This design comes from an exercise in tuning for small area, a short achievable clock period and few clock cycles per item on the open sky130 flow, not from production work.
At most, simulation tests tie the RTL to the original design; equivalence was not proved.
The RTL of runs 2 to 5 was laid out without a check of its function.
No activity file was given, so power comes from the tool's default toggle rates.

==> flow/design.v (outline; a module is shown in full before it is edited, if it fits) <==
// module hls_pipe_mul: 910 lines
// module hls_dot_kernel: 121 lines
module hls_dot_kernel (
  input  logic        clk,
  input  logic        reset,
  input  logic        start,
  input  logic [3:0]  len,
  input  logic        wr_en,
  input  logic        wr_sel,
  input  logic [2:0]  wr_addr,
  input  logic [31:0] wr_data,
  output logic        busy,
  output logic        finished,
  output logic [31:0] return_val
);
  // ...
==> flow/flow/run.sh <==
#!/bin/bash
# The standard layout (standard.sh) with two changes: buffer_ports buffers
# the ports with buf_4 cells instead of the delay buffer it picks by itself,
# and synthesis leaves full and half adders to abc (no ADDER_MAP_FILE) instead
# of mapping them to the slow fa/ha cells. Registers are untouched. make's
# whole output goes to flow_make.log; ORFS keeps each step's log in orfs/logs/.
set -euo pipefail
bash standard.sh "BUFFER_PORTS_ARGS=-buffer_cell sky130_fd_sc_hd__buf_4" "ADDER_MAP_FILE=" finish > flow_make.log 2>&1
==> flow/standard.sh <==
#!/bin/bash
# synth_recipe.tcl (not shown) runs the flow's synth.tcl, then flattens the netlist and writes it again
# the make line also repeats each setting of config.mk as NAME=value (left out here)
make -C /OpenROAD-flow-scripts/flow DESIGN_CONFIG=/design/flow/config.mk WORK_HOME=/design/flow/orfs CLKGATE_MAP_FILE= SYNTH_SCRIPT=/design/flow/synth_recipe.tcl "${@:-finish}"
==> flow/config.mk <==
export PLATFORM = sky130hd
export DESIGN_NAME = hls_dot_kernel
export DESIGN_NICKNAME = hls_dot_kernel
export VERILOG_FILES = /design/flow/design.v
export SDC_FILE = /design/flow/constraint.sdc
export NUM_CORES = 4
export LEC_CHECK = 0
export CAP_MARGIN = 20
export CORE_MARGIN = 2
export CORE_UTILIZATION = 40
export SETUP_SLACK_MARGIN = 4.6
export SLEW_MARGIN = 20
==> flow/constraint.sdc <==
create_clock -name core_clock -period 8.0 [get_ports {clk}]
set_input_delay 1.6000 -clock core_clock [delete_from_list [all_inputs] [get_ports {clk}]]
set_output_delay 1.6000 -clock core_clock [all_outputs]
set_load 0.01 [all_outputs]
==> summary.txt, run 1 <==
outcome: no timing/DRC/antenna violations
fin cells: 4667
multi-input gates: 2197
crit path cell chain: xor3_2, maj3_2, a32o_1, a211oi_2, a211oi_1, a311o_1, o21ai_4, o2111ai_1, and2_4, maj3_2, a31oi_4, nor3_2, buf_4, a21oi_4, o21bai_1, a31o_1, maj3_2, xnor2_2
sequential fraction of design power: 0.259
Hold Crit Class: flop to flop
Seq cells post-synth: 774
flop2flop setup slack: 3430 ps
Compound-Gate Fraction of Synth Area: 0.0854
post-synthesis mux area share: 0.0801
Power Sequential: 0.00556 W
clk buf depth: 3
Synth Instances: 3217
CTS resizes: 66
area taken by multi-input logic gates: 19300 µm²
DRC Markers: 0
cell mode on critical path: maj3_2
WP data required: 8370 ps
CP peak stage delay: 450 ps
number of global-route vias before repair: 24700
TritonCTS clock tree: done
# clk buffers: 114
hold path start: r_clr1
first-pass GRT wire length: 153000 µm
highest-count cells in the layout ignoring fill and taps: xnor2_1 (633), edfxtp_1 (554), nand2_1 (276)
type of origin of the critical path: flop
Synth Area in Simple Gates: 0.0596
Testbench counts, summed over its fixed seeds: cycles 4,726, items 384.
==> run 2, diff against run 1 <==
--- a/flow/design.v
+++ b/flow/design.v
@@ -905,17 +905,345 @@
   assign w796 = i_acc[29] ^ w732 ^ w733;
   assign w797 = (i_acc[29] & w732) | (i_acc[29] & w733) | (w732 & w733);
   assign w798 = i_acc[30] ^ w734 ^ w735;
   assign w799 = (i_acc[30] & w734) | (i_acc[30] & w735) | (w734 & w735);
   assign w800 = i_acc[31] ^ w736 ^ w737;
   logic [31:0] w_r0, w_r1;
   assign w_r0 = {w799, w797, w795, w793, w791, w789, w787, w785, w783, w781, w779, w777, w775, w773, w771, w769, w767, w765, w763, w761, w759, w757, w755, w753, w751, w749, w747, w745, w743, w741, w739, i_acc[0]};
   assign w_r1 = {w800, w798, w796, w794, w792, w790, w788, w786, w784, w782, w780, w778, w776, w774, w772, w770, w768, w766, w764, w762, w760, w758, w756, w754, w752, w750, w748, w746, w744, w742, w740, w738};
-  assign o_p = w_r0 + w_r1;
+  logic [31:0] w_g0, w_p0;
+  assign w_g0 = w_r0 & w_r1;
+  assign w_p0 = w_r0 ^ w_r1;
+  logic [31:0] w_g1, w_p1;
+  assign w_g1[0] = w_g0[0];
+  assign w_p1[0] = w_p0[0];
+  assign w_g1[1] = w_g0[1] | (w_p0[1] & w_g0[0]);
+  assign w_p1[1] = w_p0[1] & w_p0[0];
+  assign w_g1[2] = w_g0[2] | (w_p0[2] & w_g0[1]);
+  assign w_p1[2] = w_p0[2] & w_p0[1];
+  assign w_g1[3] = w_g0[3] | (w_p0[3] & w_g0[2]);
+  assign w_p1[3] = w_p0[3] & w_p0[2];
+  assign w_g1[4] = w_g0[4] | (w_p0[4] & w_g0[3]);
+  assign w_p1[4] = w_p0[4] & w_p0[3];
+  assign w_g1[5] = w_g0[5] | (w_p0[5] & w_g0[4]);
+  assign w_p1[5] = w_p0[5] & w_p0[4];
+  assign w_g1[6] = w_g0[6] | (w_p0[6] & w_g0[5]);
+  assign w_p1[6] = w_p0[6] & w_p0[5];
+  assign w_g1[7] = w_g0[7] | (w_p0[7] & w_g0[6]);
+  assign w_p1[7] = w_p0[7] & w_p0[6];
+  assign w_g1[8] = w_g0[8] | (w_p0[8] & w_g0[7]);
+  assign w_p1[8] = w_p0[8] & w_p0[7];
+  assign w_g1[9] = w_g0[9] | (w_p0[9] & w_g0[8]);
+  assign w_p1[9] = w_p0[9] & w_p0[8];
+  assign w_g1[10] = w_g0[10] | (w_p0[10] & w_g0[9]);
+  assign w_p1[10] = w_p0[10] & w_p0[9];
+  assign w_g1[11] = w_g0[11] | (w_p0[11] & w_g0[10]);
+  assign w_p1[11] = w_p0[11] & w_p0[10];
+  assign w_g1[12] = w_g0[12] | (w_p0[12] & w_g0[11]);
+  assign w_p1[12] = w_p0[12] & w_p0[11];
+  assign w_g1[13] = w_g0[13] | (w_p0[13] & w_g0[12]);
+  assign w_p1[13] = w_p0[13] & w_p0[12];
+  assign w_g1[14] = w_g0[14] | (w_p0[14] & w_g0[13]);
+  assign w_p1[14] = w_p0[14] & w_p0[13];
+  assign w_g1[15] = w_g0[15] | (w_p0[15] & w_g0[14]);
+  assign w_p1[15] = w_p0[15] & w_p0[14];
+  assign w_g1[16] = w_g0[16] | (w_p0[16] & w_g0[15]);
+  assign w_p1[16] = w_p0[16] & w_p0[15];
+  assign w_g1[17] = w_g0[17] | (w_p0[17] & w_g0[16]);
+  assign w_p1[17] = w_p0[17] & w_p0[16];
+  assign w_g1[18] = w_g0[18] | (w_p0[18] & w_g0[17]);
+  assign w_p1[18] = w_p0[18] & w_p0[17];
+  assign w_g1[19] = w_g0[19] | (w_p0[19] & w_g0[18]);
+  assign w_p1[19] = w_p0[19] & w_p0[18];
+  assign w_g1[20] = w_g0[20] | (w_p0[20] & w_g0[19]);
+  assign w_p1[20] = w_p0[20] & w_p0[19];
+  assign w_g1[21] = w_g0[21] | (w_p0[21] & w_g0[20]);
+  assign w_p1[21] = w_p0[21] & w_p0[20];
+  assign w_g1[22] = w_g0[22] | (w_p0[22] & w_g0[21]);
+  assign w_p1[22] = w_p0[22] & w_p0[21];
+  assign w_g1[23] = w_g0[23] | (w_p0[23] & w_g0[22]);
+  assign w_p1[23] = w_p0[23] & w_p0[22];
+  assign w_g1[24] = w_g0[24] | (w_p0[24] & w_g0[23]);
+  assign w_p1[24] = w_p0[24] & w_p0[23];
+  assign w_g1[25] = w_g0[25] | (w_p0[25] & w_g0[24]);
+  assign w_p1[25] = w_p0[25] & w_p0[24];
+  assign w_g1[26] = w_g0[26] | (w_p0[26] & w_g0[25]);
+  assign w_p1[26] = w_p0[26] & w_p0[25];
+  assign w_g1[27] = w_g0[27] | (w_p0[27] & w_g0[26]);
+  assign w_p1[27] = w_p0[27] & w_p0[26];
+  assign w_g1[28] = w_g0[28] | (w_p0[28] & w_g0[27]);
+  assign w_p1[28] = w_p0[28] & w_p0[27];
+  assign w_g1[29] = w_g0[29] | (w_p0[29] & w_g0[28]);
+  assign w_p1[29] = w_p0[29] & w_p0[28];
+  assign w_g1[30] = w_g0[30] | (w_p0[30] & w_g0[29]);
+  assign w_p1[30] = w_p0[30] & w_p0[29];
+  assign w_g1[31] = w_g0[31] | (w_p0[31] & w_g0[30]);
+  assign w_p1[31] = w_p0[31] & w_p0[30];
+  logic [31:0] w_g2, w_p2;
+  assign w_g2[0] = w_g1[0];
+  assign w_p2[0] = w_p1[0];
+  assign w_g2[1] = w_g1[1];
+  assign w_p2[1] = w_p1[1];
+  assign w_g2[2] = w_g1[2] | (w_p1[2] & w_g1[0]);
+  assign w_p2[2] = w_p1[2] & w_p1[0];
+  assign w_g2[3] = w_g1[3] | (w_p1[3] & w_g1[1]);
+  assign w_p2[3] = w_p1[3] & w_p1[1];
+  assign w_g2[4] = w_g1[4] | (w_p1[4] & w_g1[2]);
+  assign w_p2[4] = w_p1[4] & w_p1[2];
+  assign w_g2[5] = w_g1[5] | (w_p1[5] & w_g1[3]);
+  assign w_p2[5] = w_p1[5] & w_p1[3];
+  assign w_g2[6] = w_g1[6] | (w_p1[6] & w_g1[4]);
+  assign w_p2[6] = w_p1[6] & w_p1[4];
+  assign w_g2[7] = w_g1[7] | (w_p1[7] & w_g1[5]);
+  assign w_p2[7] = w_p1[7] & w_p1[5];
+  assign w_g2[8] = w_g1[8] | (w_p1[8] & w_g1[6]);
+  assign w_p2[8] = w_p1[8] & w_p1[6];
+  assign w_g2[9] = w_g1[9] | (w_p1[9] & w_g1[7]);
+  assign w_p2[9] = w_p1[9] & w_p1[7];
+  assign w_g2[10] = w_g1[10] | (w_p1[10] & w_g1[8]);
+  assign w_p2[10] = w_p1[10] & w_p1[8];
+  assign w_g2[11] = w_g1[11] | (w_p1[11] & w_g1[9]);
+  assign w_p2[11] = w_p1[11] & w_p1[9];
+  assign w_g2[12] = w_g1[12] | (w_p1[12] & w_g1[10]);
+  assign w_p2[12] = w_p1[12] & w_p1[10];
+  assign w_g2[13] = w_g1[13] | (w_p1[13] & w_g1[11]);
+  assign w_p2[13] = w_p1[13] & w_p1[11];
+  assign w_g2[14] = w_g1[14] | (w_p1[14] & w_g1[12]);
+  assign w_p2[14] = w_p1[14] & w_p1[12];
+  assign w_g2[15] = w_g1[15] | (w_p1[15] & w_g1[13]);
+  assign w_p2[15] = w_p1[15] & w_p1[13];
+  assign w_g2[16] = w_g1[16] | (w_p1[16] & w_g1[14]);
+  assign w_p2[16] = w_p1[16] & w_p1[14];
+  assign w_g2[17] = w_g1[17] | (w_p1[17] & w_g1[15]);
+  assign w_p2[17] = w_p1[17] & w_p1[15];
+  assign w_g2[18] = w_g1[18] | (w_p1[18] & w_g1[16]);
+  assign w_p2[18] = w_p1[18] & w_p1[16];
+  assign w_g2[19] = w_g1[19] | (w_p1[19] & w_g1[17]);
+  assign w_p2[19] = w_p1[19] & w_p1[17];
+  assign w_g2[20] = w_g1[20] | (w_p1[20] & w_g1[18]);
+  assign w_p2[20] = w_p1[20] & w_p1[18];
+  assign w_g2[21] = w_g1[21] | (w_p1[21] & w_g1[19]);
+  assign w_p2[21] = w_p1[21] & w_p1[19];
+  assign w_g2[22] = w_g1[22] | (w_p1[22] & w_g1[20]);
+  assign w_p2[22] = w_p1[22] & w_p1[20];
+  assign w_g2[23] = w_g1[23] | (w_p1[23] & w_g1[21]);
+  assign w_p2[23] = w_p1[23] & w_p1[21];
+  assign w_g2[24] = w_g1[24] | (w_p1[24] & w_g1[22]);
+  assign w_p2[24] = w_p1[24] & w_p1[22];
+  assign w_g2[25] = w_g1[25] | (w_p1[25] & w_g1[23]);
+  assign w_p2[25] = w_p1[25] & w_p1[23];
+  assign w_g2[26] = w_g1[26] | (w_p1[26] & w_g1[24]);
+  assign w_p2[26] = w_p1[26] & w_p1[24];
+  assign w_g2[27] = w_g1[27] | (w_p1[27] & w_g1[25]);
+  assign w_p2[27] = w_p1[27] & w_p1[25];
+  assign w_g2[28] = w_g1[28] | (w_p1[28] & w_g1[26]);
+  assign w_p2[28] = w_p1[28] & w_p1[26];
+  assign w_g2[29] = w_g1[29] | (w_p1[29] & w_g1[27]);
+  assign w_p2[29] = w_p1[29] & w_p1[27];
+  assign w_g2[30] = w_g1[30] | (w_p1[30] & w_g1[28]);
+  assign w_p2[30] = w_p1[30] & w_p1[28];
+  assign w_g2[31] = w_g1[31] | (w_p1[31] & w_g1[29]);
+  assign w_p2[31] = w_p1[31] & w_p1[29];
+  logic [31:0] w_g3, w_p3;
+  assign w_g3[0] = w_g2[0];
+  assign w_p3[0] = w_p2[0];
+  assign w_g3[1] = w_g2[1];
+  assign w_p3[1] = w_p2[1];
+  assign w_g3[2] = w_g2[2];
+  assign w_p3[2] = w_p2[2];
+  assign w_g3[3] = w_g2[3];
+  assign w_p3[3] = w_p2[3];
+  assign w_g3[4] = w_g2[4] | (w_p2[4] & w_g2[0]);
+  assign w_p3[4] = w_p2[4] & w_p2[0];
+  assign w_g3[5] = w_g2[5] | (w_p2[5] & w_g2[1]);
+  assign w_p3[5] = w_p2[5] & w_p2[1];
+  assign w_g3[6] = w_g2[6] | (w_p2[6] & w_g2[2]);
+  assign w_p3[6] = w_p2[6] & w_p2[2];
+  assign w_g3[7] = w_g2[7] | (w_p2[7] & w_g2[3]);
+  assign w_p3[7] = w_p2[7] & w_p2[3];
+  assign w_g3[8] = w_g2[8] | (w_p2[8] & w_g2[4]);
+  assign w_p3[8] = w_p2[8] & w_p2[4];
+  assign w_g3[9] = w_g2[9] | (w_p2[9] & w_g2[5]);
+  assign w_p3[9] = w_p2[9] & w_p2[5];
+  assign w_g3[10] = w_g2[10] | (w_p2[10] & w_g2[6]);
+  assign w_p3[10] = w_p2[10] & w_p2[6];
+  assign w_g3[11] = w_g2[11] | (w_p2[11] & w_g2[7]);
+  assign w_p3[11] = w_p2[11] & w_p2[7];
+  assign w_g3[12] = w_g2[12] | (w_p2[12] & w_g2[8]);
+  assign w_p3[12] = w_p2[12] & w_p2[8];
+  assign w_g3[13] = w_g2[13] | (w_p2[13] & w_g2[9]);
+  assign w_p3[13] = w_p2[13] & w_p2[9];
+  assign w_g3[14] = w_g2[14] | (w_p2[14] & w_g2[10]);
+  assign w_p3[14] = w_p2[14] & w_p2[10];
+  assign w_g3[15] = w_g2[15] | (w_p2[15] & w_g2[11]);
+  assign w_p3[15] = w_p2[15] & w_p2[11];
+  assign w_g3[16] = w_g2[16] | (w_p2[16] & w_g2[12]);
+  assign w_p3[16] = w_p2[16] & w_p2[12];
+  assign w_g3[17] = w_g2[17] | (w_p2[17] & w_g2[13]);
+  assign w_p3[17] = w_p2[17] & w_p2[13];
+  assign w_g3[18] = w_g2[18] | (w_p2[18] & w_g2[14]);
+  assign w_p3[18] = w_p2[18] & w_p2[14];
+  assign w_g3[19] = w_g2[19] | (w_p2[19] & w_g2[15]);
+  assign w_p3[19] = w_p2[19] & w_p2[15];
+  assign w_g3[20] = w_g2[20] | (w_p2[20] & w_g2[16]);
+  assign w_p3[20] = w_p2[20] & w_p2[16];
+  assign w_g3[21] = w_g2[21] | (w_p2[21] & w_g2[17]);
+  assign w_p3[21] = w_p2[21] & w_p2[17];
+  assign w_g3[22] = w_g2[22] | (w_p2[22] & w_g2[18]);
+  assign w_p3[22] = w_p2[22] & w_p2[18];
+  assign w_g3[23] = w_g2[23] | (w_p2[23] & w_g2[19]);
+  assign w_p3[23] = w_p2[23] & w_p2[19];
+  assign w_g3[24] = w_g2[24] | (w_p2[24] & w_g2[20]);
+  assign w_p3[24] = w_p2[24] & w_p2[20];
+  assign w_g3[25] = w_g2[25] | (w_p2[25] & w_g2[21]);
+  assign w_p3[25] = w_p2[25] & w_p2[21];
+  assign w_g3[26] = w_g2[26] | (w_p2[26] & w_g2[22]);
+  assign w_p3[26] = w_p2[26] & w_p2[22];
+  assign w_g3[27] = w_g2[27] | (w_p2[27] & w_g2[23]);
+  assign w_p3[27] = w_p2[27] & w_p2[23];
+  assign w_g3[28] = w_g2[28] | (w_p2[28] & w_g2[24]);
+  assign w_p3[28] = w_p2[28] & w_p2[24];
+  assign w_g3[29] = w_g2[29] | (w_p2[29] & w_g2[25]);
+  assign w_p3[29] = w_p2[29] & w_p2[25];
+  assign w_g3[30] = w_g2[30] | (w_p2[30] & w_g2[26]);
+  assign w_p3[30] = w_p2[30] & w_p2[26];
+  assign w_g3[31] = w_g2[31] | (w_p2[31] & w_g2[27]);
+  assign w_p3[31] = w_p2[31] & w_p2[27];
+  logic [31:0] w_g4, w_p4;
+  assign w_g4[0] = w_g3[0];
+  assign w_p4[0] = w_p3[0];
+  assign w_g4[1] = w_g3[1];
+  assign w_p4[1] = w_p3[1];
+  assign w_g4[2] = w_g3[2];
+  assign w_p4[2] = w_p3[2];
+  assign w_g4[3] = w_g3[3];
+  assign w_p4[3] = w_p3[3];
+  assign w_g4[4] = w_g3[4];
+  assign w_p4[4] = w_p3[4];
+  assign w_g4[5] = w_g3[5];
+  assign w_p4[5] = w_p3[5];
+  assign w_g4[6] = w_g3[6];
+  assign w_p4[6] = w_p3[6];
+  assign w_g4[7] = w_g3[7];
+  assign w_p4[7] = w_p3[7];
+  assign w_g4[8] = w_g3[8] | (w_p3[8] & w_g3[0]);
+  assign w_p4[8] = w_p3[8] & w_p3[0];
+  assign w_g4[9] = w_g3[9] | (w_p3[9] & w_g3[1]);
+  assign w_p4[9] = w_p3[9] & w_p3[1];
+  assign w_g4[10] = w_g3[10] | (w_p3[10] & w_g3[2]);
+  assign w_p4[10] = w_p3[10] & w_p3[2];
+  assign w_g4[11] = w_g3[11] | (w_p3[11] & w_g3[3]);
+  assign w_p4[11] = w_p3[11] & w_p3[3];
+  assign w_g4[12] = w_g3[12] | (w_p3[12] & w_g3[4]);
+  assign w_p4[12] = w_p3[12] & w_p3[4];
+  assign w_g4[13] = w_g3[13] | (w_p3[13] & w_g3[5]);
+  assign w_p4[13] = w_p3[13] & w_p3[5];
+  assign w_g4[14] = w_g3[14] | (w_p3[14] & w_g3[6]);
+  assign w_p4[14] = w_p3[14] & w_p3[6];
+  assign w_g4[15] = w_g3[15] | (w_p3[15] & w_g3[7]);
+  assign w_p4[15] = w_p3[15] & w_p3[7];
+  assign w_g4[16] = w_g3[16] | (w_p3[16] & w_g3[8]);
+  assign w_p4[16] = w_p3[16] & w_p3[8];
+  assign w_g4[17] = w_g3[17] | (w_p3[17] & w_g3[9]);
+  assign w_p4[17] = w_p3[17] & w_p3[9];
+  assign w_g4[18] = w_g3[18] | (w_p3[18] & w_g3[10]);
+  assign w_p4[18] = w_p3[18] & w_p3[10];
+  assign w_g4[19] = w_g3[19] | (w_p3[19] & w_g3[11]);
+  assign w_p4[19] = w_p3[19] & w_p3[11];
+  assign w_g4[20] = w_g3[20] | (w_p3[20] & w_g3[12]);
+  assign w_p4[20] = w_p3[20] & w_p3[12];
+  assign w_g4[21] = w_g3[21] | (w_p3[21] & w_g3[13]);
+  assign w_p4[21] = w_p3[21] & w_p3[13];
+  assign w_g4[22] = w_g3[22] | (w_p3[22] & w_g3[14]);
+  assign w_p4[22] = w_p3[22] & w_p3[14];
+  assign w_g4[23] = w_g3[23] | (w_p3[23] & w_g3[15]);
+  assign w_p4[23] = w_p3[23] & w_p3[15];
+  assign w_g4[24] = w_g3[24] | (w_p3[24] & w_g3[16]);
+  assign w_p4[24] = w_p3[24] & w_p3[16];
+  assign w_g4[25] = w_g3[25] | (w_p3[25] & w_g3[17]);
+  assign w_p4[25] = w_p3[25] & w_p3[17];
+  assign w_g4[26] = w_g3[26] | (w_p3[26] & w_g3[18]);
+  assign w_p4[26] = w_p3[26] & w_p3[18];
+  assign w_g4[27] = w_g3[27] | (w_p3[27] & w_g3[19]);
+  assign w_p4[27] = w_p3[27] & w_p3[19];
+  assign w_g4[28] = w_g3[28] | (w_p3[28] & w_g3[20]);
+  assign w_p4[28] = w_p3[28] & w_p3[20];
+  assign w_g4[29] = w_g3[29] | (w_p3[29] & w_g3[21]);
+  assign w_p4[29] = w_p3[29] & w_p3[21];
+  assign w_g4[30] = w_g3[30] | (w_p3[30] & w_g3[22]);
+  assign w_p4[30] = w_p3[30] & w_p3[22];
+  assign w_g4[31] = w_g3[31] | (w_p3[31] & w_g3[23]);
+  assign w_p4[31] = w_p3[31] & w_p3[23];
+  logic [31:0] w_g5, w_p5;
+  assign w_g5[0] = w_g4[0];
+  assign w_p5[0] = w_p4[0];
+  assign w_g5[1] = w_g4[1];
+  assign w_p5[1] = w_p4[1];
+  assign w_g5[2] = w_g4[2];
+  assign w_p5[2] = w_p4[2];
+  assign w_g5[3] = w_g4[3];
+  assign w_p5[3] = w_p4[3];
+  assign w_g5[4] = w_g4[4];
+  assign w_p5[4] = w_p4[4];
+  assign w_g5[5] = w_g4[5];
+  assign w_p5[5] = w_p4[5];
+  assign w_g5[6] = w_g4[6];
+  assign w_p5[6] = w_p4[6];
+  assign w_g5[7] = w_g4[7];
+  assign w_p5[7] = w_p4[7];
+  assign w_g5[8] = w_g4[8];
+  assign w_p5[8] = w_p4[8];
+  assign w_g5[9] = w_g4[9];
+  assign w_p5[9] = w_p4[9];
+  assign w_g5[10] = w_g4[10];
+  assign w_p5[10] = w_p4[10];
+  assign w_g5[11] = w_g4[11];
+  assign w_p5[11] = w_p4[11];
+  assign w_g5[12] = w_g4[12];
+  assign w_p5[12] = w_p4[12];
+  assign w_g5[13] = w_g4[13];
+  assign w_p5[13] = w_p4[13];
+  assign w_g5[14] = w_g4[14];
+  assign w_p5[14] = w_p4[14];
+  assign w_g5[15] = w_g4[15];
+  assign w_p5[15] = w_p4[15];
+  assign w_g5[16] = w_g4[16] | (w_p4[16] & w_g4[0]);
+  assign w_p5[16] = w_p4[16] & w_p4[0];
+  assign w_g5[17] = w_g4[17] | (w_p4[17] & w_g4[1]);
+  assign w_p5[17] = w_p4[17] & w_p4[1];
+  assign w_g5[18] = w_g4[18] | (w_p4[18] & w_g4[2]);
+  assign w_p5[18] = w_p4[18] & w_p4[2];
+  assign w_g5[19] = w_g4[19] | (w_p4[19] & w_g4[3]);
+  assign w_p5[19] = w_p4[19] & w_p4[3];
+  assign w_g5[20] = w_g4[20] | (w_p4[20] & w_g4[4]);
+  assign w_p5[20] = w_p4[20] & w_p4[4];
+  assign w_g5[21] = w_g4[21] | (w_p4[21] & w_g4[5]);
+  assign w_p5[21] = w_p4[21] & w_p4[5];
+  assign w_g5[22] = w_g4[22] | (w_p4[22] & w_g4[6]);
+  assign w_p5[22] = w_p4[22] & w_p4[6];
+  assign w_g5[23] = w_g4[23] | (w_p4[23] & w_g4[7]);
+  assign w_p5[23] = w_p4[23] & w_p4[7];
+  assign w_g5[24] = w_g4[24] | (w_p4[24] & w_g4[8]);
+  assign w_p5[24] = w_p4[24] & w_p4[8];
+  assign w_g5[25] = w_g4[25] | (w_p4[25] & w_g4[9]);
+  assign w_p5[25] = w_p4[25] & w_p4[9];
+  assign w_g5[26] = w_g4[26] | (w_p4[26] & w_g4[10]);
+  assign w_p5[26] = w_p4[26] & w_p4[10];
+  assign w_g5[27] = w_g4[27] | (w_p4[27] & w_g4[11]);
+  assign w_p5[27] = w_p4[27] & w_p4[11];
+  assign w_g5[28] = w_g4[28] | (w_p4[28] & w_g4[12]);
+  assign w_p5[28] = w_p4[28] & w_p4[12];
+  assign w_g5[29] = w_g4[29] | (w_p4[29] & w_g4[13]);
+  assign w_p5[29] = w_p4[29] & w_p4[13];
+  assign w_g5[30] = w_g4[30] | (w_p4[30] & w_g4[14]);
+  assign w_p5[30] = w_p4[30] & w_p4[14];
+  assign w_g5[31] = w_g4[31] | (w_p4[31] & w_g4[15]);
+  assign w_p5[31] = w_p4[31] & w_p4[15];
+  assign o_p = w_p0 ^ {w_g5[30:0], 1'b0};
 endmodule
 module hls_dot_kernel (
   input  logic        clk,
   input  logic        reset,
   input  logic        start,
   input  logic [3:0]  len,
   input  logic        wr_en,
   input  logic        wr_sel,
==> run 2 against run 1 <==
Worst setup slack gained 1000 ps. Non-clock buffer count fell by 26. Register-to-register slack improved by 1000 ps. Cell count down 1.6%. Flip-flop and latch count unchanged. Largest cell class unchanged.
==> summary.txt, run 2 <==
Max-Cap Viols: 0 (unchanged)
Inserted Clock Buffers: 84 (unchanged)
DR pass1 iterations: 5 (was 7)
area taken by multi-input logic gates: 18900 µm² (was 19300 µm²)
Pwr Density: 429 nW/µm² (was 460 nW/µm²)
design area: 46200 µm² (was 46600 µm²)
Clock Pin Slew Worst Setup and Hold Paths: 60 ps (about the same)
Synth area leader: edfxtp_1 (unchanged)
H-tree Lvls: 3 (unchanged)
ANT cells: 0 (was 2)
Syn Nets: 3203 (was 3261)
Power Total: 0.0198 W (was 0.0214 W)
core area: 100000 µm² (was 99900 µm²)
critical path class: flop to flop (unchanged)
Distinct cells, synth: 75 (was 69)
Final nets: 3265 (was 3341)
post-place instance area: 42400 µm² (was 42800 µm²)
Vias: 24700 (was 25100)
IO Pins: 78 (unchanged)
final core utilization: 0.462 (was 0.467)
drt first-iter violations: 1981 (was 2133)
type of origin of the critical path: flop (unchanged)
Synth top cells by count: xnor2_1 (639), edfxtp_1 (554), a22oi_1 (262), dfxtp_1 (220), nand2_1 (175) (was xnor2_1 (645), edfxtp_1 (554), nand2_1 (277), a22oi_1 (259), dfxtp_1 (220))
Leak: 15.1 nW (was 15.3 nW)
gpl congestion: 0.844 (was 0.829)
overall die width: 321 µm (about the same)
final worst slack: 4440 ps (was 3430 ps)
fraction of registers with async set/reset: 0 (unchanged)
post-synth top area share: 0.413 (was 0.414)
mean routed wirelength per cell: 21.8 µm (was 21.7 µm)
# fillers: 8791 (was 8908)
Worst R2R End: r_ret[28] (was r_ret[31])
TritonCTS clock tree: done (unchanged)
min cycle time layout: 3560 ps (was 4570 ps)
main flop type after synthesis: edfxtp_1 (unchanged)
die height: 321 µm (about the same)
Vias/cell: 5.38 (about the same)
Die Area: 103000 µm² (about the same)
Max Fclk: 0.281 GHz (was 0.219 GHz)
Post-DRT Antenna Nets: 0 (unchanged)
number of flops mapped to enable cells by yosys: 554 (unchanged)
CP Capture Type: flop (unchanged)
critical path peak fanout: 16 (was 5)
DP Wirelength: 61000 µm (was 62400 µm)
share of cells above drive strength 1: 0.183 (was 0.193)
Post-Syn Area: 40300 µm² (was 40200 µm²)
number of global-route vias before repair: 24800 (was 24700)
cts hold-fix bufs: 0 (unchanged)
TNS Setup: 0 ps (unchanged)
hold path cells: 0 (unchanged)
Hold Crit Class: flop to flop (unchanged)
FF-to-FF Start: r_clr2 (was u_mul.r_s[30])
worst-margin pin slew: 1160 ps (was 1070 ps)
Hold Vio Cnt, Final: 0 (unchanged)
flop2flop setup slack: 4440 ps (was 3430 ps)
clock latency on the worst-skew pair: 660 ps (about the same)
most common cell after layout, fill and taps aside: xnor2_1 (unchanged)
Global Route Usage Sum: 0.194 (about the same)
Routed WL: 100000 µm (was 101000 µm)
period utilization: 0.445 (was 0.571)
post-synthesis sequential area ratio: 0.522 (was 0.523)
R2R cell count: 14 (was 18)
VDD IR-drop max: 0.287 mV (was 0.359 mV)
worst path arrival time: 3910 ps (was 4930 ps)
WP data required: 8350 ps (was 8370 ps)
initial core utilization: 0.403 (about the same)
slew margin rel.: 0.226 (was 0.267)
initial antenna violation count: 4 (unchanged)
pre-CTS setup slack: 3320 ps (was 2820 ps)
FF+latch area: 21100 µm² (about the same)
hold path endpoint: r_clr2 (unchanged)
number of setup violations in the final report: 0 (unchanged)
Seq cells post-synth: 774 (unchanged)
Root Driver: clkbuf_16 (unchanged)
Area Growth Syn to Fin: 14.6% (was 16.0%)
clk buf depth: 3 (unchanged)
outcome: no timing/DRC/antenna violations (unchanged)
RSZ-0062 raised after global routing: yes (unchanged)
first-pass GRT wire length: 153000 µm (about the same)
clk_skew: 38.0 ps (was 32.2 ps)
highest-count cells in the layout ignoring fill and taps: xnor2_1 (628), edfxtp_1 (554), a22oi_1 (261) (was xnor2_1 (633), edfxtp_1 (554), nand2_1 (276))
largest net degree at the start of global routing: 129 (unchanged)
Synth Instances: 3159 (was 3217)
hold path start: r_clr1 (unchanged)
Mapped Avg Cell Area: 12.8 µm² (was 12.5 µm²)
buffers added on ports: 77 (unchanged)
FP Rows: 116 (unchanged)
Yosys warnings: 2 (unchanged)
GRT overflow: 0 (unchanged)
most frequent cell after synthesis: xnor2_1 (unchanged)
clk sinks: 774 (unchanged)
Final Max Tran Viols: 0 (unchanged)
ranking of synthesized cells by area: edfxtp_1 (41%), xnor2_1 (14%), dfxtp_1 (11%) (unchanged)
top flop regs: r_mem_x (256), r_mem_y (256), u_mul.r_s (92) (unchanged)
DRC Markers: 0 (unchanged)
-- run 2: per-stage QoR --
step	cells	hold slack [ps]
after CTS	4584	333
after detailed placement	4401	325
after floorplan	3159	310
final	4591	335
after global placement	4401	315
after global routing	4591	339
-- run 2: cell families after synthesis --
kind of cell / synth area share
xor gates and xnor gates: 0.182
and+or+nand+nor: 0.0531
muxes: 0.0934
AOI/OAI and AO/OA: 0.0829
DFF: 0.522
buffers and inverters: 0.0221
adders and majority gates: 0.0438
-- run 2: where the power goes --
part | internal, W | leakage [nW] | switching [W]
Sequential | 0.00507 | 6.82 | 0.000330
Clock | 0.00240 | 1.43 | 0.00163
Combinational | 0.00477 | 6.81 | 0.00563
Total | 0.0122 | 15.1 | 0.00759
-- run 2: layout make-up --
| type | instances | area share |
|---|---|---|
| clock buffers | 115 | 0.0517 |
| inverters | 39 | 0.00320 |
| flip-flops and latches | 774 | 0.456 |
| multi-input cells | 2157 | 0.410 |
| repair buffers | 165 | 0.0314 |
| clock inverters | 43 | 0.0118 |
| well taps | 1298 | 0.0352 |
-- run 2: worst max-delay path by stage --
stage	from	end	slack, ps	depth (start not counted)
6_report	r_clr2	r_ret[28]	4440	14
5_1_grt	r_clr2	r_ret[28]	4260	14
4_1_cts	r_clr2	r_ret[28]	4410	14
3_5_place_dp	wr_addr[0]	r_two[6]	3320	10
3_3_place_gp	wr_addr[0]	r_two[6]	3300	10
2_1_floorplan	reset	r_mem_y[0][0]	4550	6
-- run 2: worst max-delay path: stages, from the launching register on --
cell and delay [ps]:
dfxtp_4 350, buf_12 140, and2b_1 220, xnor2_1 140, xnor2_1 220, xor2_1 310, nand2b_4 90, or3_4 410
a211oi_4 300, nor3b_4 110, o21bai_4 160, o31a_1 270, nand2_2 110, a311oi_2 220, nand4_1 160
-- run 2: what timing repair did --
item,4_1_cts,5_1_grt
endpoints found under the setup margin,73,53
pin swaps,26,20
resized for setup,50,58
endpoints found under the hold margin,0,0
setup buffers,22,6
gates cloned,3,1
-- run 2: routing by layer --
| metal | vias up | part of all wire | global-route usage |
|---|---|---|---|
| li1 | 11600 | - | - |
| met4 | 4 | 0.031 | 0.0628 |
| met1 | 12300 | 0.43 | 0.253 |
| met3 | 192 | 0.054 | 0.0316 |
| met2 | 645 | 0.48 | 0.330 |
| met5 | - | 0.00026 | 0 |
==> run 3, diff against run 2 <==
--- a/flow/config.mk
+++ b/flow/config.mk
@@ -9,4 +9,4 @@
 export CORE_MARGIN = 2
 export CORE_UTILIZATION = 40
-export SETUP_SLACK_MARGIN = 4.6
+export SETUP_SLACK_MARGIN = 5
 export SLEW_MARGIN = 20
==> run 3 against run 2 <==
Still clean. Count of clock-buffer cells in the layout rose by 4. Sequential share of layout area shrank 1.7 points. Sequential power about the same. Register-to-register slack got worse by 70 ps.
==> summary.txt, run 3 <==
outcome: no timing/DRC/antenna violations (unchanged)
cell mode on critical path: buf_6 (was xnor2_1)
slew margin rel.: 0.360 (was 0.226)
Vias/cell: 5.46 (was 5.38)
Leak: 15.9 nW (was 15.1 nW)
CP delay by family, top: simple AND/OR/NAND/NOR gates (unchanged)
met3 usage: 0.0324 (was 0.0316)
most frequent cell after synthesis: xnor2_1 (unchanged)
post-synthesis sequential area ratio: 0.522 (unchanged)
Syn Nets: 3203 (unchanged)
# fillers: 8627 (was 8791)
clk_skew: 34.0 ps (was 38.0 ps)
post-place instance area: 42600 µm² (was 42400 µm²)
top flop regs: r_mem_x (256), r_mem_y (256), u_mul.r_s (92) (unchanged)
type of origin of the critical path: flop (unchanged)
main flop type after synthesis: edfxtp_1 (unchanged)
IO Pins: 78 (unchanged)
highest-count cells in the layout ignoring fill and taps: xnor2_1 (601), edfxtp_1 (554), a22oi_1 (256) (was xnor2_1 (628), edfxtp_1 (554), a22oi_1 (261))
FF+latch area: 21200 µm² (was 21100 µm²)
CP Capture Type: flop (unchanged)
die height: 321 µm (unchanged)
FP Rows: 116 (unchanged)
critical path's slowest cell: dfxtp_4 (was or3_4)
critical path class: flop to flop (unchanged)
Clock Pin Slew Worst Setup and Hold Paths: 60 ps (about the same)
Synth Instances: 3159 (unchanged)
Pwr Density: 435 nW/µm² (was 429 nW/µm²)
area taken by multi-input logic gates: 19700 µm² (was 18900 µm²)
Clk pwr share: 0.188 (was 0.203)
switching pwr: 0.00803 W (was 0.00759 W)
Synth area leader: edfxtp_1 (unchanged)
min cycle time layout: 3620 ps (was 3560 ps)
Synth top cells by count: xnor2_1 (639), edfxtp_1 (554), a22oi_1 (262), dfxtp_1 (220), nand2_1 (175) (unchanged)
DR pass1 iterations: 5 (unchanged)
met1 Use GR: 0.258 (was 0.253)
placed cells: 4400 (was 4401)
Switching Share: 0.383 (about the same)
most common cell after layout, fill and taps aside: xnor2_1 (unchanged)
fin cells: 4667 (was 4591)
Power Total: 0.0210 W (was 0.0198 W)
cts hold-fix bufs: 0 (unchanged)
post-synth top area share: 0.413 (unchanged)
initial core utilization: 0.403 (unchanged)
DP Wirelength: 62100 µm (was 61000 µm)
period utilization: 0.453 (was 0.445)
grt met2 use: 0.353 (was 0.330)
CP peak stage delay: 440 ps (was 410 ps)
Die Area: 103000 µm² (unchanged)
share of cells above drive strength 1: 0.245 (was 0.183)
Area Growth Syn to Fin: 19.5% (was 14.6%)
Post-Syn Area: 40300 µm² (unchanged)
WP data required: 8600 ps (was 8350 ps)
TNS Setup: 0 ps (unchanged)
Global Route Usage Sum: 0.203 (was 0.194)
number of setup violations in the final report: 0 (unchanged)
final core utilization: 0.481 (was 0.462)
Yosys warnings: 2 (unchanged)
Vias: 25500 (was 24700)
Root Driver: clkbuf_16 (unchanged)
first-pass GRT wire length: 158000 µm (was 153000 µm)
DRC Markers: 0 (unchanged)
clk sinks: 774 (unchanged)
Distinct cells, synth: 75 (unchanged)
Inserted Clock Buffers: 83 (was 84)
Max-Cap Viols: 0 (unchanged)
Hold Crit Class: flop to flop (unchanged)
worst path arrival time: 4220 ps (was 3910 ps)
Max Fclk: 0.276 GHz (was 0.281 GHz)
overall die width: 321 µm (unchanged)
ANT cells: 0 (unchanged)
TritonCTS clock tree: done (unchanged)
ranking of synthesized cells by area: edfxtp_1 (41%), xnor2_1 (14%), dfxtp_1 (11%) (unchanged)
buffers added on ports: 77 (unchanged)
H-tree Lvls: 3 (unchanged)
number of flops mapped to enable cells by yosys: 554 (unchanged)
core area: 100000 µm² (unchanged)
Seq cells post-synth: 774 (unchanged)
worst-margin pin slew: 960 ps (was 1160 ps)
sequential fraction of design power: 0.259 (was 0.272)
Hold Vio Cnt, Final: 0 (unchanged)
mean routed wirelength per cell: 23.1 µm (was 21.8 µm)
critical path peak fanout: 6 (was 16)
Int Pwr: 0.0129 W (was 0.0122 W)
number of global-route vias before repair: 24900 (was 24800)
RSZ-0062 raised after global routing: yes (unchanged)
worst path bufs/invs: 4 (was 1)
combinational share of power: 0.553 (was 0.524)
GR peak layer: met2 (unchanged)
drt first-iter violations: 1992 (was 1981)
largest net degree at the start of global routing: 65 (was 129)
gpl congestion: 0.844 (about the same)
initial antenna violation count: 4 (unchanged)
fraction of registers with async set/reset: 0 (unchanged)
Final nets: 3342 (was 3265)
Routed WL: 108000 µm (was 100000 µm)
GRT overflow: 0 (unchanged)
VDD IR-drop max: 0.332 mV (was 0.287 mV)
clk buf depth: 3 (unchanged)
Final Max Tran Viols: 0 (unchanged)
design area: 48100 µm² (was 46200 µm²)
crit path cell chain: buf_6, and2b_2, maj3_2, xnor2_2, or2_1, or3_4, a211oi_4, nor3b_4, buf_12, o21bai_4, o31a_1, buf_6, a21oi_4, o221ai_2, xor2_1, buf_4 (was buf_12, and2b_1, xnor2_1, xnor2_1, xor2_1, nand2b_4, or3_4, a211oi_4, nor3b_4, o21bai_4, o31a_1, nand2_2, a311oi_2, nand4_1)
Mapped Avg Cell Area: 12.8 µm² (unchanged)
clock latency on the worst-skew pair: 670 ps (was 660 ps)
Post-DRT Antenna Nets: 0 (unchanged)
## run 3: through the flow
| stage | setup WS, ps | hold WS, ps |
|---|---|---|
| after floorplan | 4540 | 310 |
| after global placement | 3400 | 314 |
| after detailed placement | 3340 | 316 |
| after CTS | 4330 | 328 |
| after global routing | 4240 | 332 |
| final | 4380 | 326 |
## run 3: area by class of cell
class | instances | area share
clock inverters | 37 | 0.00962
inverters | 39 | 0.00328
repair buffers | 243 | 0.0551
clock buffers | 119 | 0.0498
multi-input cells | 2157 | 0.409
flip-flops and latches | 774 | 0.440
well taps | 1298 | 0.0338
## run 3: repair_timing
action                                  in CTS  in global routing
cloned                                      10                  9
resized for setup                          139                181
setup buffers                               49                 43
endpoints found under the setup margin     224                 72
pin swaps                                   37                 55
## run 3: per-layer routing
layer | vias to the layer above | routed length, µm | part of all wire
li1 | 11800 | - | -
met3 | 208 | 6280 | 0.058
met2 | 742 | 53800 | 0.50
met5 | - | 24 | 0.00022
met1 | 12700 | 44500 | 0.41
met4 | 4 | 3450 | 0.032
## run 3: worst paths after layout
check	startpoint	to	slack (ps)	depth (start not counted)
min reg2reg	r_clr1	r_clr2	330	0
max reg2reg	r_clr2	r_acc[30]	4380	16
min	r_clr1	r_clr2	330	0
max	r_clr2	r_acc[30]	4380	16
## run 3: power groups by stage
stage	registers, W	logic, W	clock network [W]
2_1_floorplan	0.00530	0.00783	0
3_3_place_gp	0.00548	0.00939	0
3_5_place_dp	0.00548	0.00951	0
4_1_cts	0.00540	0.0106	0.00404
5_1_grt	0.00546	0.0126	0.00420
6_report	0.00542	0.0116	0.00395
## run 3: worst register-to-register path: cells and delay by family (launching register included)
family	cells	cell delay, ps
buf+inv	4	580
xor+xnor	2	370
flops	1	440
fa+ha+maj	1	360
compound gates	5	880
simple gates	4	940
## run 3: cells by family after synthesis
| family | Yosys count | synth area share |
|---|---|---|
| buffers and inverters | 228 | 0.0221 |
| AND/OR/NAND/NOR | 466 | 0.0531 |
| AO/OA/AOI/OAI | 485 | 0.0829 |
| adder cells (fa/ha/maj) | 175 | 0.0438 |
| multiplexers | 209 | 0.0934 |
| flip-flops | 774 | 0.522 |
| XOR/XNOR | 822 | 0.182 |
==> module hls_dot_kernel, before the edit <==
module hls_dot_kernel (
  input  logic        clk,
  input  logic        reset,
  input  logic        start,
  input  logic [3:0]  len,
  input  logic        wr_en,
  input  logic        wr_sel,
  input  logic [2:0]  wr_addr,
  input  logic [31:0] wr_data,
  output logic        busy,
  output logic        finished,
  output logic [31:0] return_val
);
  logic [31:0] r_mem_x [8];
  logic [31:0] r_mem_y [8];
  logic        r_busy, r_fin;
  logic [31:0] r_ret;
  logic [7:0]  r_fl;
  logic        r_dirty;
  logic        r_fb_run, r_fb_mark;
  logic [2:0]  r_fb_cnt, r_fb_last;
  logic        r_sh_vld;
  logic [2:0]  r_sh_addr;
  logic [31:0] r_a, r_acc;
  logic [15:0] r_neg, r_one, r_two;    
  logic        r_clr1, r_clr2;         
  logic        r_lat;                  
  logic        w_idle, w_acc_st, w_acc_wr, w_fast, w_fb_st, w_mark, w_mul_y;
  logic [3:0]  w_len_c;
  logic [7:0]  w_mask;
  logic [2:0]  w_raddr;
  logic [31:0] w_b, w_p;
  logic [32:0] w_bx;
  assign w_idle   = !r_busy;
  assign w_acc_st = start && !reset && w_idle;
  assign w_acc_wr = wr_en && !reset && w_idle;
  assign w_len_c  = (len > 4'd8) ? 4'd8 : len;
  assign w_mask   = 8'((9'd1 << w_len_c) - 9'd1);
  assign w_fast   = (w_len_c != 4'd0) && !r_dirty && (r_fl == w_mask) && !wr_en;
  assign w_fb_st  = w_acc_st && !w_fast;
  assign w_mark = (w_acc_st && w_fast) || r_fb_mark;
  always_ff @(posedge clk) begin
    if (w_acc_wr) begin
      if (wr_sel) r_mem_y[wr_addr] <= wr_data;
      else        r_mem_x[wr_addr] <= wr_data;
    end
  end
  assign w_raddr = r_fb_run ? r_fb_cnt : wr_addr;
  assign w_mul_y = r_fb_run ? !(r_sh_vld && r_sh_addr == r_fb_cnt)
                            : (w_acc_st && w_acc_wr && {1'b0, wr_addr} < w_len_c);
  assign w_b  = w_mul_y ? r_mem_y[w_raddr] : ((w_acc_wr && wr_sel && !w_acc_st) ? wr_data : 32'd0);
  assign w_bx = {w_b, 1'b0};
  always_ff @(posedge clk) begin
    r_a <= r_mem_x[w_raddr];
    for (int r = 0; r < 16; r++) begin
      r_neg[r] <= w_bx[2*r+2];
      r_one[r] <= w_bx[2*r+1] ^ w_bx[2*r];
      r_two[r] <= (w_bx[2*r+2] && !w_bx[2*r+1] && !w_bx[2*r]) ||
                  (!w_bx[2*r+2] && w_bx[2*r+1] && w_bx[2*r]);
    end
    r_clr1 <= w_acc_st || r_fb_mark;
    r_clr2 <= r_clr1;
  end
  hls_pipe_mul u_mul (
    .clk  (clk),
    .i_a  (r_a),
    .i_neg(r_neg),
    .i_one(r_one),
    .i_two(r_two),
    .i_acc(r_clr2 ? 32'd0 : r_acc),
    .o_p  (w_p)
  );
  always_ff @(posedge clk) r_acc <= w_p;
  always_ff @(posedge clk) begin
    if (r_lat) r_ret <= w_p;
  end
  always_ff @(posedge clk) begin
    if (reset) begin
      r_busy    <= 1'b0;
      r_fin     <= 1'b0;
      r_lat     <= 1'b0;
      r_fb_run  <= 1'b0;
      r_fb_mark <= 1'b0;
      r_dirty   <= 1'b1;
      r_fl      <= 8'd0;
    end else begin
      r_lat     <= w_mark;
      if (w_acc_st) begin
        r_busy <= 1'b1;
        r_fin  <= 1'b0;
      end else if (r_lat) begin
        r_busy <= 1'b0;
        r_fin  <= 1'b1;
      end
      if (w_acc_st) begin
        r_fb_run  <= !w_fast && (w_len_c != 4'd0);
        r_fb_mark <= !w_fast && (w_len_c == 4'd0);
        r_fb_last <= 3'(w_len_c - 4'd1);
        r_fb_cnt  <= 3'd0;
        r_sh_vld  <= w_acc_wr;
        r_sh_addr <= wr_addr;
      end else begin
        r_fb_mark <= r_fb_run && (r_fb_cnt == r_fb_last);
        if (r_fb_run) begin
          if (r_fb_cnt == r_fb_last) r_fb_run <= 1'b0;
          r_fb_cnt <= r_fb_cnt + 3'd1;
        end
      end
      if (w_acc_st) begin
        r_dirty <= 1'b0;
        r_fl    <= 8'd0;
      end else if (w_acc_wr) begin
        if (r_fl[wr_addr]) r_dirty <= 1'b1;
        if (wr_sel) r_fl[wr_addr] <= 1'b1;
      end
    end
  end
  assign busy       = r_busy;
  assign finished   = r_fin;
  assign return_val = r_ret;
endmodule
==> run 4, diff against run 3 <==
--- a/flow/design.v
+++ b/flow/design.v
@@ -1266,5 +1266,5 @@
   logic [31:0] r_a, r_acc;
   logic [15:0] r_neg, r_one, r_two;    
-  logic        r_clr1, r_clr2;         
+  logic        r_clr1;                 
   logic        r_lat;                  
   logic        w_idle, w_acc_st, w_acc_wr, w_fast, w_fb_st, w_mark, w_mul_y;
@@ -1302,5 +1302,4 @@
     end
     r_clr1 <= w_acc_st || r_fb_mark;
-    r_clr2 <= r_clr1;
   end
   hls_pipe_mul u_mul (
@@ -1310,8 +1309,8 @@
     .i_one(r_one),
     .i_two(r_two),
-    .i_acc(r_clr2 ? 32'd0 : r_acc),
+    .i_acc(r_acc),
     .o_p  (w_p)
   );
-  always_ff @(posedge clk) r_acc <= w_p;
+  always_ff @(posedge clk) r_acc <= r_clr1 ? 32'd0 : w_p;
   always_ff @(posedge clk) begin
     if (r_lat) r_ret <= w_p;
==> run 4 against run 3 <==
Area after synthesis is 1.5% higher. Clock power is 2% higher. Final area is 1.7% higher. Wire length is 4.6% higher. Register-to-register slack better by 60 ps. Highest routed layer unchanged. Non-clock buffer count is 10 higher. Largest cell class unchanged. Clock skew is 17 ps higher. Flip-flop and latch count is 1 lower. Critical path type unchanged. Still clean on timing, DRC and antenna. Power is 7.0% higher. Global-route usage is 0.69 points higher. Worst setup slack better by 61 ps.
==> summary.txt, run 4 <==
ranking of synthesized cells by area: edfxtp_1 (41%), xnor2_1 (13%), dfxtp_1 (11%) (was edfxtp_1 (41%), xnor2_1 (14%), dfxtp_1 (11%))
WP data required: 8570 ps (was 8600 ps)
post-synthesis sequential area ratio: 0.514 (was 0.522)
overall die width: 324 µm (was 321 µm)
Yosys warnings: 2 (unchanged)
number of global-route vias before repair: 25200 (was 24900)
IO Pins: 78 (unchanged)
type of origin of the critical path: flop (unchanged)
pre-CTS setup slack: 3280 ps (was 3340 ps)
Post-Syn Area: 40900 µm² (was 40300 µm²)
hold path endpoint: r_dirty (was r_clr2)
Mapped Avg Cell Area: 12.9 µm² (was 12.8 µm²)
worst-margin pin slew: 1140 ps (was 960 ps)
critical path class: flop to flop (unchanged)
TritonCTS clock tree: done (unchanged)
Area Growth Syn to Fin: 19.7% (was 19.5%)
Root Driver: clkbuf_16 (unchanged)
largest family of logic cells by synthesized area: XOR/XNOR gates (unchanged)
period utilization: 0.445 (was 0.453)
Leak: 16.4 nW (was 15.9 nW)
RSZ-0062 raised after global routing: yes (unchanged)
final worst slack: 4440 ps (was 4380 ps)
Synth Instances: 3159 (unchanged)
initial core utilization: 0.402 (was 0.403)
worst path arrival time: 4130 ps (was 4220 ps)
DP Wirelength: 64000 µm (was 62100 µm)
Synth area leader: edfxtp_1 (unchanged)
most common cell after layout, fill and taps aside: xnor2_1 (unchanged)
TNS Setup: 0 ps (unchanged)
clk buf depth: 3 (unchanged)
post-synth top area share: 0.407 (was 0.413)
GRT overflow: 0 (unchanged)
number of setup violations in the final report: 0 (unchanged)
Max Fclk: 0.281 GHz (was 0.276 GHz)
die height: 324 µm (was 321 µm)
post-synthesis mux area share: 0.0921 (was 0.0934)
highest-count cells in the layout ignoring fill and taps: xnor2_1 (571), edfxtp_1 (554), a22oi_1 (251) (was xnor2_1 (601), edfxtp_1 (554), a22oi_1 (256))
Inserted Clock Buffers: 84 (was 83)
Distinct cells, synth: 86 (was 75)
Power Total: 0.0224 W (was 0.0210 W)
share of cells above drive strength 1: 0.248 (was 0.245)
Max-Cap Viols: 0 (unchanged)
mean routed wirelength per cell: 23.8 µm (was 23.1 µm)
Final nets: 3348 (was 3342)
Clock Pin Slew Worst Setup and Hold Paths: 60 ps (about the same)
Worst R2R End: r_acc[25] (was r_acc[30])
VDD IR-drop max: 0.352 mV (was 0.332 mV)
R2R cell count: 12 (was 16)
Syn Nets: 3203 (unchanged)
slew margin rel.: 0.235 (was 0.360)
XOR/XNOR Fraction of Synth Area: 0.189 (was 0.182)
Vias: 26000 (was 25500)
CP Capture Type: flop (unchanged)
first-pass GRT wire length: 163000 µm (was 158000 µm)
largest net degree at the start of global routing: 65 (unchanged)
most frequent cell after synthesis: xnor2_1 (unchanged)
gpl congestion: 0.849 (was 0.844)
Vias/cell: 5.48 (was 5.46)
top flop regs: r_mem_x (256), r_mem_y (256), u_mul.r_s (92) (unchanged)
min cycle time layout: 3560 ps (was 3620 ps)
core area: 102000 µm² (was 100000 µm²)
Post-DRT Antenna Nets: 0 (unchanged)
DR pass1 iterations: 7 (was 5)
Synth Area in Simple Gates: 0.0504 (was 0.0531)
FF-to-FF Start: u_mul.r_s[0] (was r_clr2)
final core utilization: 0.482 (was 0.481)
FP Rows: 117 (was 116)
clk sinks: 773 (was 774)
outcome: no timing/DRC/antenna violations (unchanged)
flop2flop setup slack: 4440 ps (was 4380 ps)
clk_skew: 51.3 ps (was 34.0 ps)
Seq cells post-synth: 773 (was 774)
Post-Synth Adder-Cell Area: 0.0433 (was 0.0438)
Final Max Tran Viols: 0 (unchanged)
buffers added on ports: 77 (unchanged)
design area: 48900 µm² (was 48100 µm²)
hold path cells: 2 (was 0)
Hold Crit Class: flop to flop (unchanged)
Routed WL: 113000 µm (was 108000 µm)
cts hold-fix bufs: 0 (unchanged)
Pwr Density: 458 nW/µm² (was 435 nW/µm²)
fraction of registers with async set/reset: 0 (unchanged)
main flop type after synthesis: edfxtp_1 (unchanged)
Global Route Usage Sum: 0.210 (was 0.203)
drt first-iter violations: 2540 (was 1992)
Die Area: 105000 µm² (was 103000 µm²)
number of flops mapped to enable cells by yosys: 554 (unchanged)
DRC Markers: 0 (unchanged)
Synth top cells by count: xnor2_1 (609), edfxtp_1 (554), a22oi_1 (261), dfxtp_1 (219), maj3_1 (170) (was xnor2_1 (639), edfxtp_1 (554), a22oi_1 (262), dfxtp_1 (220), nand2_1 (175))
post-place instance area: 43300 µm² (was 42600 µm²)
H-tree Lvls: 3 (unchanged)
Setup crit start: u_mul.r_s[0] (was r_clr2)
initial antenna violation count: 2 (was 4)
hold path start: r_dirty (was r_clr1)
Hold Vio Cnt, Final: 0 (unchanged)
critical path peak fanout: 4 (was 6)
clock latency on the worst-skew pair: 680 ps (was 670 ps)
Compound-Gate Fraction of Synth Area: 0.0895 (was 0.0829)
==> run 4: changes by cell type after synthesis, sizes merged, moves of 14 or more <==
cell / previous run / this run
xnor2: 648 / 610
and2: 19 / 49
xor3: 3 / 32
nand2: 175 / 151
xor2: 169 / 147
nor2b: 30 / 16
==> run 4: metal layers <==
layer,global-route usage,share of wire,vias up
li1,-,-,11900
met1,0.286,0.44,13000
met2,0.334,0.46,900
met3,0.0360,0.063,237
met4,0.0815,0.037,4
met5,0,0.00025,-
==> run 4: area by class of cell <==
cell class	count	area [µm²]
fillers	8901	52700
flip-flops and latches	773	21200
multi-input cells	2157	20200
repair buffers	253	2830
clock buffers	115	2360
well taps	1368	1710
clock inverters	42	528
inverters	35	145
diodes	4	10.0
==> run 4: logic make-up (layout without fill, tap and decap cells) <==
kind of cell / Yosys count / in the layout
mux: 209 / 209
other cells: 0 / 4
compound gates: 528 / 528
fa+ha+maj: 176 / 176
xor+xnor: 803 / 803
simple gates: 441 / 441
flops: 773 / 773
buf+inv: 229 / 445
==> run 4: stage by stage <==
step | hold WS (ps) | cells
2_1_floorplan | 326 | 3159
3_3_place_gp | 461 | 4466
3_5_place_dp | 464 | 4466
4_1_cts | 488 | 4693
5_1_grt | 503 | 4743
6_report | 496 | 4747
==> run 4: how the worst max path moves through the flow <==
stage / endpoint / slack [ps] / cells past startpoint
3_3_place_gp: r_two[5] / 3310 / 10
6_report: r_acc[25] / 4440 / 12
2_1_floorplan: r_mem_x[0][0] / 4540 / 6
3_5_place_dp: r_two[1] / 3280 / 9
5_1_grt: r_acc[25] / 4320 / 12
4_1_cts: r_acc[25] / 4510 / 12
==> run 4: what timing repair did <==
action / CTS / global route
setup buffers: 54 / 42
resized for setup: 211 / 114
pin swaps: 53 / 47
endpoints found under the setup margin: 197 / 90
cloned: 16 / 8
==> run 4: power by group <==
group | internal, W | switching (W) | leakage (nW) | total, W
Combinational | 0.00633 | 0.00656 | 8.14 | 0.0129
Clock | 0.00235 | 0.00166 | 1.42 | 0.00401
Sequential | 0.00507 | 0.000444 | 6.83 | 0.00551
Total | 0.0137 | 0.00867 | 16.4 | 0.0224
==> run 4: worst max-delay path: stages (launching register included) <==
cell and delay [ps]:
dfxtp_2 320, maj3_2 320, a211o_1 290, maj3_2 360, a211oi_4 310, o22ai_2 170
a21oi_2 280, o31a_4 230, o221ai_4 210, a211oi_2 340, a211oi_4 80, or3b_1 400
a31oi_2 160
==> run 5, diff against run 4 <==
==> flow/run.sh (new file) <==
#!/bin/bash
# synth_recipe.tcl (not shown) runs the flow's synth.tcl, then flattens the netlist and writes it again
# the make line also repeats each setting of config.mk as NAME=value (left out here)
make -C /OpenROAD-flow-scripts/flow DESIGN_CONFIG=/design/flow/config.mk WORK_HOME=/design/flow/orfs CLKGATE_MAP_FILE= SYNTH_SCRIPT=/design/flow/synth_recipe.tcl finish
--- a/flow/config.mk
+++ b/flow/config.mk
@@ -9,4 +9,4 @@
 export CORE_MARGIN = 2
 export CORE_UTILIZATION = 40
-export SETUP_SLACK_MARGIN = 5
+export SETUP_SLACK_MARGIN = 4.6
 export SLEW_MARGIN = 20
removed: flow/flow/run.sh
removed: flow/standard.sh
==> run 5 against run 4 <==
Non-clock buffer count decreased by 15. Flip-flop and latch count unchanged. Sequential power decreased by 3%. Wire length is 0.61% lower. Sequential share of layout area is 1.0 points higher. Critical endpoint unchanged. Power decreased by 6.5%. Cell count down 8.5%. Critical path type unchanged.
==> summary.txt, run 5 <==
post-synthesis mux area share: 0.112 (was 0.0921)
clk sinks: 773 (unchanged)
R2R cell count: 10 (was 12)
Hold Crit Class: flop to flop (unchanged)
Synth area leader: edfxtp_1 (unchanged)
TritonCTS clock tree: done (unchanged)
ANT cells: 0 (was 4)
WP data required: 8540 ps (was 8570 ps)
TNS Setup: 0 ps (unchanged)
GRT overflow: 0 (unchanged)
H-tree Lvls: 3 (unchanged)
final core utilization: 0.479 (was 0.482)
fin cells: 4345 (was 4747)
overall die width: 320 µm (was 324 µm)
Distinct cells, synth: 71 (was 86)
clk_skew: 60.4 ps (was 51.3 ps)
critical path class: flop to flop (unchanged)
Mapped Avg Cell Area: 14.1 µm² (was 12.9 µm²)
post-synth top area share: 0.415 (was 0.407)
Worst R2R End: r_acc[25] (unchanged)
share of cells above drive strength 1: 0.227 (was 0.248)
FF-to-FF Start: u_mul.r_s[50] (was u_mul.r_s[0])
Routed WL: 112000 µm (was 113000 µm)
flop2flop setup slack: 4400 ps (was 4440 ps)
number of flops mapped to enable cells by yosys: 554 (unchanged)
number of setup violations in the final report: 0 (unchanged)
worst path arrival time: 4140 ps (was 4130 ps)
Max Fclk: 0.278 GHz (was 0.281 GHz)
first-pass GRT wire length: 166000 µm (was 163000 µm)
initial antenna violation count: 3 (was 2)
min cycle time layout: 3600 ps (was 3560 ps)
Synth top cells by count: edfxtp_1 (554), a22oi_1 (257), inv_1 (248), xnor2_1 (221), dfxtp_1 (219) (was xnor2_1 (609), edfxtp_1 (554), a22oi_1 (261), dfxtp_1 (219), maj3_1 (170))
final worst slack: 4400 ps (was 4440 ps)
Synth Instances: 2844 (was 3159)
Max-Cap Viols: 0 (unchanged)
Pwr Density: 439 nW/µm² (was 458 nW/µm²)
DR pass1 iterations: 6 (was 7)
buffers added on ports: 77 (unchanged)
ranking of synthesized cells by area: edfxtp_1 (42%), dfxtp_1 (11%), fa_1 (11%) (was edfxtp_1 (41%), xnor2_1 (13%), dfxtp_1 (11%))
clock latency on the worst-skew pair: 680 ps (about the same)
hold path start: r_fin (was r_dirty)
FP Rows: 116 (was 117)
die height: 320 µm (was 324 µm)
core area: 99700 µm² (was 102000 µm²)
# fillers: 8460 (was 8901)
post-synthesis sequential area ratio: 0.525 (was 0.514)
DRC Markers: 0 (unchanged)
clk buf depth: 3 (unchanged)
pre-CTS setup slack: 2920 ps (was 3280 ps)
Inserted Clock Buffers: 87 (was 84)
worst-margin pin slew: 958 ps (was 1140 ps)
Hold Vio Cnt, Final: 0 (unchanged)
hold path endpoint: r_fin (was r_dirty)
XOR/XNOR Fraction of Synth Area: 0.0785 (was 0.189)
Power Total: 0.0210 W (was 0.0224 W)
Syn Nets: 3179 (was 3203)
Leak: 17.5 nW (was 16.4 nW)
hold path cells: 2 (unchanged)
CP Capture Type: flop (unchanged)
Compound-Gate Fraction of Synth Area: 0.0751 (was 0.0895)
Global Route Usage Sum: 0.218 (was 0.210)
largest family of logic cells by synthesized area: adder cells (was XOR/XNOR gates)
Synth Area in Simple Gates: 0.0317 (was 0.0504)
critical path peak fanout: 5 (was 4)
mean routed wirelength per cell: 25.8 µm (was 23.8 µm)
Post-DRT Antenna Nets: 0 (unchanged)
outcome: no timing/DRC/antenna violations (unchanged)
Clock Pin Slew Worst Setup and Hold Paths: 60 ps (about the same)
largest net degree at the start of global routing: 53 (was 65)
Post-Syn Area: 40000 µm² (was 40900 µm²)
Die Area: 103000 µm² (was 105000 µm²)
gpl congestion: 0.841 (was 0.849)
fraction of registers with async set/reset: 0 (unchanged)
Final nets: 3310 (was 3348)
VDD IR-drop max: 0.417 mV (was 0.352 mV)
type of origin of the critical path: flop (unchanged)
period utilization: 0.450 (was 0.445)
most frequent cell after synthesis: edfxtp_1 (was xnor2_1)
Vias/cell: 5.58 (was 5.48)
number of global-route vias before repair: 25300 (was 25200)
Final Max Tran Viols: 0 (unchanged)
IO Pins: 78 (unchanged)
DP Wirelength: 61800 µm (was 64000 µm)
most common cell after layout, fill and taps aside: edfxtp_1 (was xnor2_1)
top flop regs: r_mem_x (256), r_mem_y (256), u_mul.r_s (92) (unchanged)
initial core utilization: 0.402 (about the same)
Yosys warnings: 2 (unchanged)
area taken by multi-input logic gates: 18200 µm² (was 20200 µm²)
Seq cells post-synth: 773 (unchanged)
Root Driver: clkbuf_16 (unchanged)
RSZ-0062 raised after global routing: yes (unchanged)
placed cells: 4085 (was 4466)
Post-Synth Adder-Cell Area: 0.132 (was 0.0433)
FF+latch area: 21100 µm² (was 21200 µm²)
Vias: 24200 (was 26000)
drt first-iter violations: 2386 (was 2540)
main flop type after synthesis: edfxtp_1 (unchanged)
Area Growth Syn to Fin: 19.3% (was 19.7%)
highest-count cells in the layout ignoring fill and taps: edfxtp_1 (554), a22oi_1 (240), inv_1 (227) (was xnor2_1 (571), edfxtp_1 (554), a22oi_1 (251))
slew margin rel.: 0.361 (was 0.235)
## run 5: how the worst max path moves through the flow
stage	startpoint	to	slack [ps]	cells past startpoint
floorplan	len[3]	r_fb_run	4450	12
global placement	len[3]	r_two[2]	2940	11
detailed placement	len[3]	r_two[2]	2920	11
CTS	u_mul.r_s[10]	r_ret[25]	4490	12
global route	u_mul.r_s[41]	r_acc[25]	4350	12
finish	u_mul.r_s[50]	r_acc[25]	4400	10
## run 5: final cells by class
cell class,instances,area share
clock buffer,119,0.0519
inverter,250,0.0198
clock inverter,42,0.00899
multi-input combinational,1625,0.382
timing repair buffer,238,0.0607
sequential,773,0.443
tap,1298,0.0340
## run 5: per-stage QoR
step                      instance area [µm²]  hold slack [ps]
after floorplan                         40300              326
after global placement                  42300              465
after detailed placement                42300              494
after CTS                               47100              506
after global routing                    47800              540
final                                   47800              507
## run 5: logic make-up after synthesis
group | count (synthesis)
simple gates | 251
xor+xnor | 359
buf+inv | 446
compound gates | 418
fa+ha+maj | 291
mux | 306
flops | 773
## run 5: repair_timing
| action | 4_1_cts | 5_1_grt |
|---|---|---|
| resized for setup | 215 | 120 |
| hold endpoints to repair | 0 | 0 |
| buffers inserted | 54 | 24 |
| hold buffers | 0 | 0 |
| cloned | 19 | 2 |
| pin swaps | 47 | 56 |
| setup endpoints to repair | 597 | 434 |
## run 5: worst max-delay path, cell delays in order (launching register included)
cell and delay (ps):
dfxtp_1 330, fa_1 610, fa_1 470, ha_4 200
a211oi_2 220, o211ai_1 130, a221o_2 430, o31ai_4 360
a21oi_4 120, a31oi_4 260, mux2_4 320
## run 5: power by group
group          internal, W  total (W)  switching (W)
registers          0.00506    0.00534       0.000278
logic              0.00531     0.0116        0.00631
clock network      0.00235    0.00400        0.00165
## run 5: routing by layer
layer,part of all wire,track usage
met3,0.065,0.0371
met2,0.49,0.369
met5,0.00028,0
met1,0.41,0.281
met4,0.036,0.0821

## separate check: timing with driven ports
The results above use ideal ports. As a check the final layouts listed here were re-extracted and re-timed, cells and wires unchanged.
Step 1: set_driving_cell puts a clkbuf_16 on clk and a buf_2 on each other input, an assumption about the parent block.
Step 2 also shifts input and output timing later by t, the mid clock arrival at the registers, as if the neighbouring blocks saw the same clock.
Three values: no drivers, after step 1, after step 2; two values: the first two.
| run | t (ns) | setup WS [ns] | worst setup path at the end | latest minus earliest clock arrival (ns) |
|---|---|---|---|---|
| run 1 | 0.714 | 3.434 / 3.434 / 3.434 | register to register | 0.032 / 0.032 |
| run 2 | 0.714 | 4.443 / 4.443 / 4.112 | input to register | 0.039 / 0.039 |
| run 3 | 0.723 | 4.378 / 4.378 / 4.293 | input to register | 0.034 / 0.034 |
| run 4 | 0.726 | 4.439 / 4.439 / 4.364 | input to register | 0.052 / 0.053 |
| run 5 | 0.724 | 4.402 / 4.402 / 3.990 | input to register | 0.061 / 0.061 |
After both steps every run listed still meets setup and hold. For run 5, which loses most, drivers alone change the setup slack by 0.000 ns; drivers and shift together by -0.412 ns.
